Context: an optimization exercise on an open-source flow, tuned for small area, a short achievable clock period and few clock cycles per item. The choices shown serve that exercise and are no tape-out recipe. At most, simulation tests tie the RTL to the original design; equivalence was not proved.

// bch_encoder_seq
module bch_encoder_seq
#(
    parameter int BEAT_W = 128
) (
    input  logic              clk,
    input  logic              rst_n,
    input  logic              in_valid,
    output logic              in_ready,
    input  logic [BEAT_W-1:0] in_data,
    output logic              out_valid,
    input  logic              out_ready,
    output logic [CW_W-1:0]   out_codeword,
    output logic              busy
);
==> module bch_encoder_seq, before the edit <==
module bch_encoder_seq
#(
    parameter int BEAT_W = 128
) (
    input  logic              clk,
    input  logic              rst_n,
    input  logic              in_valid,
    output logic              in_ready,
    input  logic [BEAT_W-1:0] in_data,
    output logic              out_valid,
    input  logic              out_ready,
    output logic [CW_W-1:0]   out_codeword,
    output logic              busy
);
    logic [1:0]        cnt_q, cnt_d;      
    logic              pend_q, pend_d;    
    logic              inv_q, inv_d;      
    logic              rdy_q, busy_q;
    logic              in_fire, core_rdy, take;
    logic [BEAT_W-1:0] in_q, skid_q, m0_q, m1_q, m2_q, m3_q;
    logic [PAR_W-1:0]  rem_q, par_q, rem_src, rem_d;
    assign in_fire  = in_valid & rdy_q;
    assign core_rdy = (cnt_q == 2'd0) | ~pend_q;
    assign take     = inv_q & core_rdy;
    assign rem_src = (cnt_q == 2'd0) ? '0 : rem_q;
    bch_par_lfsr #(.BEAT_W(BEAT_W)) u_lfsr (
        .rem_i  (rem_src),
        .data_i (in_q),
        .rem_o  (rem_d)
    );
    assign cnt_d  = cnt_q + {1'b0, take};
    assign pend_d = (pend_q & ~out_ready) | (take & (cnt_q == 2'd3));
    assign inv_d  = in_fire | (inv_q & ~core_rdy);
    always_ff @(posedge clk or negedge rst_n) begin
        if (!rst_n) begin
            cnt_q  <= 2'd0;
            pend_q <= 1'b0;
            inv_q  <= 1'b0;
            rdy_q  <= 1'b1;
            busy_q <= 1'b0;
        end else begin
            cnt_q  <= cnt_d;
            pend_q <= pend_d;
            inv_q  <= inv_d;
            rdy_q  <= ~inv_d | (cnt_d == 2'd0) | ~pend_d;
            busy_q <= inv_d | (cnt_d != 2'd0) | pend_d;
        end
    end
    always_ff @(posedge clk) begin
        if (!inv_q || core_rdy)       in_q   <= in_data;
        if (cnt_q == 2'd0)            skid_q <= in_q;
        if (!pend_q)                  m0_q   <= skid_q;
        if (!pend_q && cnt_q == 2'd1) m1_q   <= in_q;
        if (!pend_q && cnt_q == 2'd2) m2_q   <= in_q;
        if (!pend_q && cnt_q == 2'd3) m3_q   <= in_q;
        if (take)                     rem_q  <= rem_d;
        if (take && cnt_q == 2'd3)    par_q  <= rem_d;
    end
    assign in_ready     = rdy_q;
    assign busy         = busy_q;
    assign out_valid    = pend_q;
    assign out_codeword = {m0_q, m1_q, m2_q, m3_q, par_q};
endmodule
Settings: LEC_CHECK=0, CAP_MARGIN=20, CORE_MARGIN=2, CORE_UTILIZATION=40, SLEW_MARGIN=20, SYNTH_HIERARCHICAL=1, SYNTH_MINIMUM_KEEP_SIZE=0; clock period 14.0 ns.
standard.sh (not shown) runs the stock make flow with config.mk's settings and CLKGATE_MAP_FILE= SYNTH_SCRIPT=/design/flow/synth_recipe.tcl, a recipe that flattens the netlist after the stock synthesis.
==> flow/flow/run.sh <==
#!/bin/bash
# Standard layout, with single-drive port buffers and a tighter setup target for repair.
set -euo pipefail
export BUFFER_PORTS_ARGS="-buffer_cell sky130_fd_sc_hd__buf_1"
export SETUP_SLACK_MARGIN=10
bash standard.sh > standard.log 2>&1
Rerun with:
--- a/flow/design.v
+++ b/flow/design.v
@@ -889,53 +889,46 @@
     input  logic              out_ready,
     output logic [CW_W-1:0]   out_codeword,
     output logic              busy
 );
     logic [1:0]        cnt_q, cnt_d;      
     logic              pend_q, pend_d;    
-    logic              inv_q, inv_d;      
     logic              rdy_q, busy_q;
-    logic              in_fire, core_rdy, take;
-    logic [BEAT_W-1:0] in_q, skid_q, m0_q, m1_q, m2_q, m3_q;
+    logic              in_fire;
+    logic [BEAT_W-1:0] skid_q, m0_q, m1_q, m2_q, m3_q;
     logic [PAR_W-1:0]  rem_q, par_q, rem_src, rem_d;
-    assign in_fire  = in_valid & rdy_q;
-    assign core_rdy = (cnt_q == 2'd0) | ~pend_q;
-    assign take     = inv_q & core_rdy;
+    assign in_fire = in_valid & rdy_q;
     assign rem_src = (cnt_q == 2'd0) ? '0 : rem_q;
     bch_par_lfsr #(.BEAT_W(BEAT_W)) u_lfsr (
         .rem_i  (rem_src),
-        .data_i (in_q),
+        .data_i (in_data),
         .rem_o  (rem_d)
     );
-    assign cnt_d  = cnt_q + {1'b0, take};
-    assign pend_d = (pend_q & ~out_ready) | (take & (cnt_q == 2'd3));
-    assign inv_d  = in_fire | (inv_q & ~core_rdy);
+    assign cnt_d  = cnt_q + {1'b0, in_fire};
+    assign pend_d = (pend_q & ~out_ready) | (in_fire & (cnt_q == 2'd3));
     always_ff @(posedge clk or negedge rst_n) begin
         if (!rst_n) begin
             cnt_q  <= 2'd0;
             pend_q <= 1'b0;
-            inv_q  <= 1'b0;
             rdy_q  <= 1'b1;
             busy_q <= 1'b0;
         end else begin
             cnt_q  <= cnt_d;
             pend_q <= pend_d;
-            inv_q  <= inv_d;
-            rdy_q  <= ~inv_d | (cnt_d == 2'd0) | ~pend_d;
-            busy_q <= inv_d | (cnt_d != 2'd0) | pend_d;
+            rdy_q  <= (cnt_d == 2'd0) | ~pend_d;
+            busy_q <= (cnt_d != 2'd0) | pend_d;
         end
     end
     always_ff @(posedge clk) begin
-        if (!inv_q || core_rdy)       in_q   <= in_data;
-        if (cnt_q == 2'd0)            skid_q <= in_q;
+        if (cnt_q == 2'd0)            skid_q <= in_data;
         if (!pend_q)                  m0_q   <= skid_q;
-        if (!pend_q && cnt_q == 2'd1) m1_q   <= in_q;
-        if (!pend_q && cnt_q == 2'd2) m2_q   <= in_q;
-        if (!pend_q && cnt_q == 2'd3) m3_q   <= in_q;
-        if (take)                     rem_q  <= rem_d;
-        if (take && cnt_q == 2'd3)    par_q  <= rem_d;
+        if (!pend_q && cnt_q == 2'd1) m1_q   <= in_data;
+        if (!pend_q && cnt_q == 2'd2) m2_q   <= in_data;
+        if (!pend_q && cnt_q == 2'd3) m3_q   <= in_data;
+        if (in_fire)                  rem_q  <= rem_d;
+        if (in_fire && cnt_q == 2'd3) par_q  <= rem_d;
     end
     assign in_ready     = rdy_q;
     assign busy         = busy_q;
     assign out_valid    = pend_q;
     assign out_codeword = {m0_q, m1_q, m2_q, m3_q, par_q};
 endmodule
Result: The new run completed with no timing, DRC or antenna violations. Cell count came out higher by 1.4%. First-iteration DRC count came out higher by 8.5%. Wire length came out lower by 2.1%. Final area came out higher by 11%. Worst setup slack degrades by 0.55 ns. Core utilization came out higher by 13 points. Via count came out higher by 0.63%. Worst hold slack degrades by 0.024 ns. Critical path depth came out higher by 9. Synthesized cell count came out lower by 7.7%.
No functional check of the RTL was part of any run of this note.

* * *

before:
Another version of the RTL of bch_encoder_seq (not shown whole).
Size in the first run: roughly 2700 cells after synthesis, ~33000 µm² of cells after synthesis.
==> flow/design.v (excerpt) <==
module bch_encoder_seq
#(
    parameter int BEAT_W = 128
) (
    input  logic              clk,
    input  logic              rst_n,
    input  logic              in_valid,
    output logic              in_ready,
    input  logic [BEAT_W-1:0] in_data,
    output logic              out_valid,
    input  logic              out_ready,
    output logic [CW_W-1:0]   out_codeword,
    output logic              busy
);
==> module bch_encoder_seq, before the edit <==
module bch_encoder_seq
#(
    parameter int BEAT_W = 128
) (
    input  logic              clk,
    input  logic              rst_n,
    input  logic              in_valid,
    output logic              in_ready,
    input  logic [BEAT_W-1:0] in_data,
    output logic              out_valid,
    input  logic              out_ready,
    output logic [CW_W-1:0]   out_codeword,
    output logic              busy
);
    logic [1:0]        cnt_q, cnt_d;      
    logic              pend_q, pend_d;    
    logic              inv_q, inv_d;      
    logic              rdy_q, busy_q;
    logic              in_fire, core_rdy, take;
    logic [BEAT_W-1:0] in_q, skid_q, m0_q, m1_q, m2_q, m3_q;
    logic [PAR_W-1:0]  rem_q, par_q, rem_d;
    assign in_fire  = in_valid & rdy_q;
    assign core_rdy = (cnt_q == 2'd0) | ~pend_q;
    assign take     = inv_q & core_rdy;
    bch_par_lfsr #(.BEAT_W(BEAT_W)) u_lfsr (
        .rem_i  (rem_q),
        .data_i (in_q),
        .rem_o  (rem_d)
    );
    assign cnt_d  = cnt_q + {1'b0, take};
    assign pend_d = (pend_q & ~out_ready) | (take & (cnt_q == 2'd3));
    assign inv_d  = in_fire | (inv_q & ~core_rdy);
    always_ff @(posedge clk or negedge rst_n) begin
        if (!rst_n) begin
            cnt_q  <= 2'd0;
            pend_q <= 1'b0;
            inv_q  <= 1'b0;
            rdy_q  <= 1'b0;
            busy_q <= 1'b0;
        end else begin
            cnt_q  <= cnt_d;
            pend_q <= pend_d;
            inv_q  <= inv_d;
            rdy_q  <= ~inv_d | (cnt_d == 2'd0) | ~pend_d;
            busy_q <= inv_d | (cnt_d != 2'd0) | pend_d;
        end
    end
    logic              in_en, skid_en, m0_en, sh_en, rem_en, rem_keep, par_en;
    logic [BEAT_W-1:0] in_nx, skid_nx, m0_nx, m1_nx, m2_nx, m3_nx;
    logic [PAR_W-1:0]  rem_nx, par_nx;
    assign in_en   = ~inv_q | core_rdy;
    assign skid_en = (cnt_q == 2'd0);
    assign m0_en   = ~pend_q;
    assign sh_en   = take & (cnt_q != 2'd0);
    assign rem_en   = take & (cnt_q != 2'd3);
    assign rem_keep = ~take & (cnt_q != 2'd0);
    assign par_en  = take & (cnt_q == 2'd3);
    bch_hold #(.W(BEAT_W)) u_h_in   (.s(in_en),   .sn(~in_en),   .a(in_q),   .b(in_data), .y(in_nx));
    bch_hold #(.W(BEAT_W)) u_h_skid (.s(skid_en), .sn(~skid_en), .a(skid_q), .b(in_q),    .y(skid_nx));
    bch_hold #(.W(BEAT_W)) u_h_m0   (.s(m0_en),   .sn(~m0_en),   .a(m0_q),   .b(skid_q),  .y(m0_nx));
    bch_hold #(.W(BEAT_W)) u_h_m1   (.s(sh_en),   .sn(~sh_en),   .a(m1_q),   .b(m2_q),    .y(m1_nx));
    bch_hold #(.W(BEAT_W)) u_h_m2   (.s(sh_en),   .sn(~sh_en),   .a(m2_q),   .b(m3_q),    .y(m2_nx));
    bch_hold #(.W(BEAT_W)) u_h_m3   (.s(sh_en),   .sn(~sh_en),   .a(m3_q),   .b(in_q),    .y(m3_nx));
    bch_hold #(.W(PAR_W))  u_h_rem  (.s(rem_en),  .sn(rem_keep),  .a(rem_q),  .b(rem_d),   .y(rem_nx));
    bch_hold #(.W(PAR_W))  u_h_par  (.s(par_en),  .sn(~par_en),  .a(par_q),  .b(rem_d),   .y(par_nx));
    always_ff @(posedge clk) begin
        in_q   <= in_nx;
        skid_q <= skid_nx;
        m0_q   <= m0_nx;
        m1_q   <= m1_nx;
        m2_q   <= m2_nx;
        m3_q   <= m3_nx;
        rem_q  <= rem_nx;
        par_q  <= par_nx;
    end
    assign in_ready     = rdy_q;
    assign busy         = busy_q;
    assign out_valid    = pend_q;
    assign out_codeword = {m0_q, m1_q, m2_q, m3_q, par_q};
endmodule
clock: 14.0 ns
lec_check: 0
cap_margin: 20
core_margin: 2
core_utilization: 60
slew_margin: 20
synth_hierarchical: 1
synth_minimum_keep_size: 0
==> flow/flow/run.sh <==
#!/bin/bash
# Standard layout, with single-drive port buffers, a tighter setup target for repair and CTS options.
set -euo pipefail
export BUFFER_PORTS_ARGS="-buffer_cell sky130_fd_sc_hd__buf_1"
export SETUP_SLACK_MARGIN=10
export CTS_ARGS="-sink_clustering_enable -repair_clock_nets -dont_use_dummy_load -sink_clustering_size 25 -sink_clustering_max_diameter 100"
bash standard.sh > standard.log 2>&1
before | stages: all done | timing, DRC, antenna: all pass
Testbench counts of before, summed over its fixed seeds: cycles 2,064, items 512.
Setup changes, before to after
--- a/flow/design.v
+++ b/flow/design.v
@@ -895,4 +895,5 @@
     logic              inv_q, inv_d;      
     logic              rdy_q, busy_q;
+    logic              ov_q;              
     logic              in_fire, core_rdy, take;
     logic [BEAT_W-1:0] in_q, skid_q, m0_q, m1_q, m2_q, m3_q;
@@ -916,4 +917,5 @@
             rdy_q  <= 1'b0;
             busy_q <= 1'b0;
+            ov_q   <= 1'b0;
         end else begin
             cnt_q  <= cnt_d;
@@ -922,4 +924,5 @@
             rdy_q  <= ~inv_d | (cnt_d == 2'd0) | ~pend_d;
             busy_q <= inv_d | (cnt_d != 2'd0) | pend_d;
+            ov_q   <= (ov_q & ~out_ready) | (take & (cnt_q == 2'd3));
         end
     end
@@ -954,5 +957,5 @@
     assign in_ready     = rdy_q;
     assign busy         = busy_q;
-    assign out_valid    = pend_q;
+    assign out_valid    = ov_q;
     assign out_codeword = {m0_q, m1_q, m2_q, m3_q, par_q};
 endmodule
Findings:
- Standard cell area after detailed placement of before is on par with after.
- Initial core utilization: before vs after — no meaningful difference
- The proportion of register bits with asynchronous set or reset after synthesis was comparable across after and before.
- Summary — via count of the first global-routing pass, after relative to before: higher, by about 2.1%.
- Between after and before, the difference in share of the cycle needed by the critical path after routing is negligible.
- The minimum period implied by the final worst setup slack reported for after is greater than that of before by 0.014 ns.
- Compared with before, after shows a lower buffering stage count on the worst path with inverters included.
Only the layout flow was run in after; the RTL was not checked for function there.

* * *

bch_encoder_seq with an RTL version that a note above also has.
Size: about 1600 cells after synthesis, about 710 flip-flops, about 680 I/O pins, roughly 29000 sq um of cells after synthesis.
==> module bch_encoder_seq, before the edit <==
module bch_encoder_seq
#(
    parameter int BEAT_W = 128
) (
    input  logic              clk,
    input  logic              rst_n,
    input  logic              in_valid,
    output logic              in_ready,
    input  logic [BEAT_W-1:0] in_data,
    output logic              out_valid,
    input  logic              out_ready,
    output logic [CW_W-1:0]   out_codeword,
    output logic              busy
);
    logic [1:0]        cnt_q, cnt_d;      
    logic              pend_q, pend_d;    
    logic              rdy_q, busy_q;
    logic              in_fire;
    logic [BEAT_W-1:0] skid_q, m0_q, m1_q, m2_q, m3_q;
    logic [PAR_W-1:0]  rem_q, par_q, rem_src, rem_d;
    assign in_fire = in_valid & rdy_q;
    assign rem_src = (cnt_q == 2'd0) ? '0 : rem_q;
    bch_par_lfsr #(.BEAT_W(BEAT_W)) u_lfsr (
        .rem_i  (rem_src),
        .data_i (in_data),
        .rem_o  (rem_d)
    );
    assign cnt_d  = cnt_q + {1'b0, in_fire};
    assign pend_d = (pend_q & ~out_ready) | (in_fire & (cnt_q == 2'd3));
    always_ff @(posedge clk or negedge rst_n) begin
        if (!rst_n) begin
            cnt_q  <= 2'd0;
            pend_q <= 1'b0;
            rdy_q  <= 1'b1;
            busy_q <= 1'b0;
        end else begin
            cnt_q  <= cnt_d;
            pend_q <= pend_d;
            rdy_q  <= (cnt_d == 2'd0) | ~pend_d;
            busy_q <= (cnt_d != 2'd0) | pend_d;
        end
    end
    always_ff @(posedge clk) begin
        if (cnt_q == 2'd0)            skid_q <= in_data;
        if (!pend_q)                  m0_q   <= skid_q;
        if (!pend_q && cnt_q == 2'd1) m1_q   <= in_data;
        if (!pend_q && cnt_q == 2'd2) m2_q   <= in_data;
        if (!pend_q && cnt_q == 2'd3) m3_q   <= in_data;
        if (in_fire)                  rem_q  <= rem_d;
        if (in_fire && cnt_q == 2'd3) par_q  <= rem_d;
    end
    assign in_ready     = rdy_q;
    assign busy         = busy_q;
    assign out_valid    = pend_q;
    assign out_codeword = {m0_q, m1_q, m2_q, m3_q, par_q};
endmodule
Settings: LEC_CHECK=0, CAP_MARGIN=20, CORE_MARGIN=2, CORE_UTILIZATION=40, SLEW_MARGIN=20, SYNTH_HIERARCHICAL=1, SYNTH_MINIMUM_KEEP_SIZE=0; clock period 14.0 ns.
==> flow/flow/run.sh <==
#!/bin/bash
# Standard layout, with single-drive port buffers and a tighter setup target for repair.
set -euo pipefail
export BUFFER_PORTS_ARGS="-buffer_cell sky130_fd_sc_hd__buf_1"
export SETUP_SLACK_MARGIN=9
bash standard.sh > standard.log 2>&1
The starting point ran to the end with no violations.
Next try:
--- a/flow/design.v
+++ b/flow/design.v
@@ -889,46 +889,53 @@
     input  logic              out_ready,
     output logic [CW_W-1:0]   out_codeword,
     output logic              busy
 );
     logic [1:0]        cnt_q, cnt_d;      
     logic              pend_q, pend_d;    
+    logic              inv_q, inv_d;      
     logic              rdy_q, busy_q;
-    logic              in_fire;
-    logic [BEAT_W-1:0] skid_q, m0_q, m1_q, m2_q, m3_q;
+    logic              in_fire, core_rdy, take;
+    logic [BEAT_W-1:0] in_q, skid_q, m0_q, m1_q, m2_q, m3_q;
     logic [PAR_W-1:0]  rem_q, par_q, rem_src, rem_d;
-    assign in_fire = in_valid & rdy_q;
+    assign in_fire  = in_valid & rdy_q;
+    assign core_rdy = (cnt_q == 2'd0) | ~pend_q;
+    assign take     = inv_q & core_rdy;
     assign rem_src = (cnt_q == 2'd0) ? '0 : rem_q;
     bch_par_lfsr #(.BEAT_W(BEAT_W)) u_lfsr (
         .rem_i  (rem_src),
-        .data_i (in_data),
+        .data_i (in_q),
         .rem_o  (rem_d)
     );
-    assign cnt_d  = cnt_q + {1'b0, in_fire};
-    assign pend_d = (pend_q & ~out_ready) | (in_fire & (cnt_q == 2'd3));
+    assign cnt_d  = cnt_q + {1'b0, take};
+    assign pend_d = (pend_q & ~out_ready) | (take & (cnt_q == 2'd3));
+    assign inv_d  = in_fire | (inv_q & ~core_rdy);
     always_ff @(posedge clk or negedge rst_n) begin
         if (!rst_n) begin
             cnt_q  <= 2'd0;
             pend_q <= 1'b0;
+            inv_q  <= 1'b0;
             rdy_q  <= 1'b1;
             busy_q <= 1'b0;
         end else begin
             cnt_q  <= cnt_d;
             pend_q <= pend_d;
-            rdy_q  <= (cnt_d == 2'd0) | ~pend_d;
-            busy_q <= (cnt_d != 2'd0) | pend_d;
+            inv_q  <= inv_d;
+            rdy_q  <= ~inv_d | (cnt_d == 2'd0) | ~pend_d;
+            busy_q <= inv_d | (cnt_d != 2'd0) | pend_d;
         end
     end
     always_ff @(posedge clk) begin
-        if (cnt_q == 2'd0)            skid_q <= in_data;
+        if (!inv_q || core_rdy)       in_q   <= in_data;
+        if (cnt_q == 2'd0)            skid_q <= in_q;
         if (!pend_q)                  m0_q   <= skid_q;
-        if (!pend_q && cnt_q == 2'd1) m1_q   <= in_data;
-        if (!pend_q && cnt_q == 2'd2) m2_q   <= in_data;
-        if (!pend_q && cnt_q == 2'd3) m3_q   <= in_data;
-        if (in_fire)                  rem_q  <= rem_d;
-        if (in_fire && cnt_q == 2'd3) par_q  <= rem_d;
+        if (!pend_q && cnt_q == 2'd1) m1_q   <= in_q;
+        if (!pend_q && cnt_q == 2'd2) m2_q   <= in_q;
+        if (!pend_q && cnt_q == 2'd3) m3_q   <= in_q;
+        if (take)                     rem_q  <= rem_d;
+        if (take && cnt_q == 2'd3)    par_q  <= rem_d;
     end
     assign in_ready     = rdy_q;
     assign busy         = busy_q;
     assign out_valid    = pend_q;
     assign out_codeword = {m0_q, m1_q, m2_q, m3_q, par_q};
 endmodule
=> The new run passed the timing, design-rule and antenna checks. Worst setup slack gains 200 ps. Utilization is lower by 2.8 points. Synthesized cell count is higher by 8.4%. Wire length is higher by 8.9%. Sequential share of layout area is higher by 6.0 points. Final cell count is higher by 6.9%. Hold slack gains 21 ps. Cell area is higher by 7.2%. Clock-buffer cell count is higher by 7. Global-route usage is lower by 1.1 points.
Function was not checked in any run of this note: the RTL went through the layout flow alone.

port drivers added, routing unchanged:
The results above use ideal ports. As a check the final layouts listed here were re-extracted and re-timed, cells and wires unchanged. Step 1 assumes that a clkbuf_16 drives the clock port and a buf_2 every other input. Step 2 adds t to the input delays and takes it off the output delays; t is the mean of the earliest and latest rising clock arrival at the registers after step 1. Input paths then give back, and output paths get back, about the clock's delay inside the block. a / b / c = ideal / step 1 / step 2; a / b = the first two.
run	t (ns)	setup WS [ns]	hold slack, ns	worst setup path after step 2	clock arrival spread, ns
the first run of note 1	0.693	9.907 / 9.843 / 10.054	0.410 / 0.410 / 0.410	register to register	0.039 / 0.039
the second run of note 1	0.690	9.358 / 9.395 / 8.705	0.386 / 0.386 / 0.386	input to register	0.036 / 0.036
before	0.647	9.990 / 9.925 / 10.061	0.471 / 0.471 / 0.471	register to register	0.038 / 0.038
after	0.637	9.975 / 9.915 / 9.975	0.469 / 0.469 / 0.469	register to register	0.056 / 0.056
the first run of note 3	0.689	8.904 / 8.934 / 8.245	0.393 / 0.393 / 0.393	input to register	0.036 / 0.037
the second run of note 3	0.703	9.101 / 9.101 / 9.101	0.414 / 0.414 / 0.414	register to register	0.029 / 0.030
After both steps setup and hold are still met in every run listed. The setup slack of the first run of note 3, which loses most, moves by +0.030 ns with the drivers and by -0.659 ns with both steps.
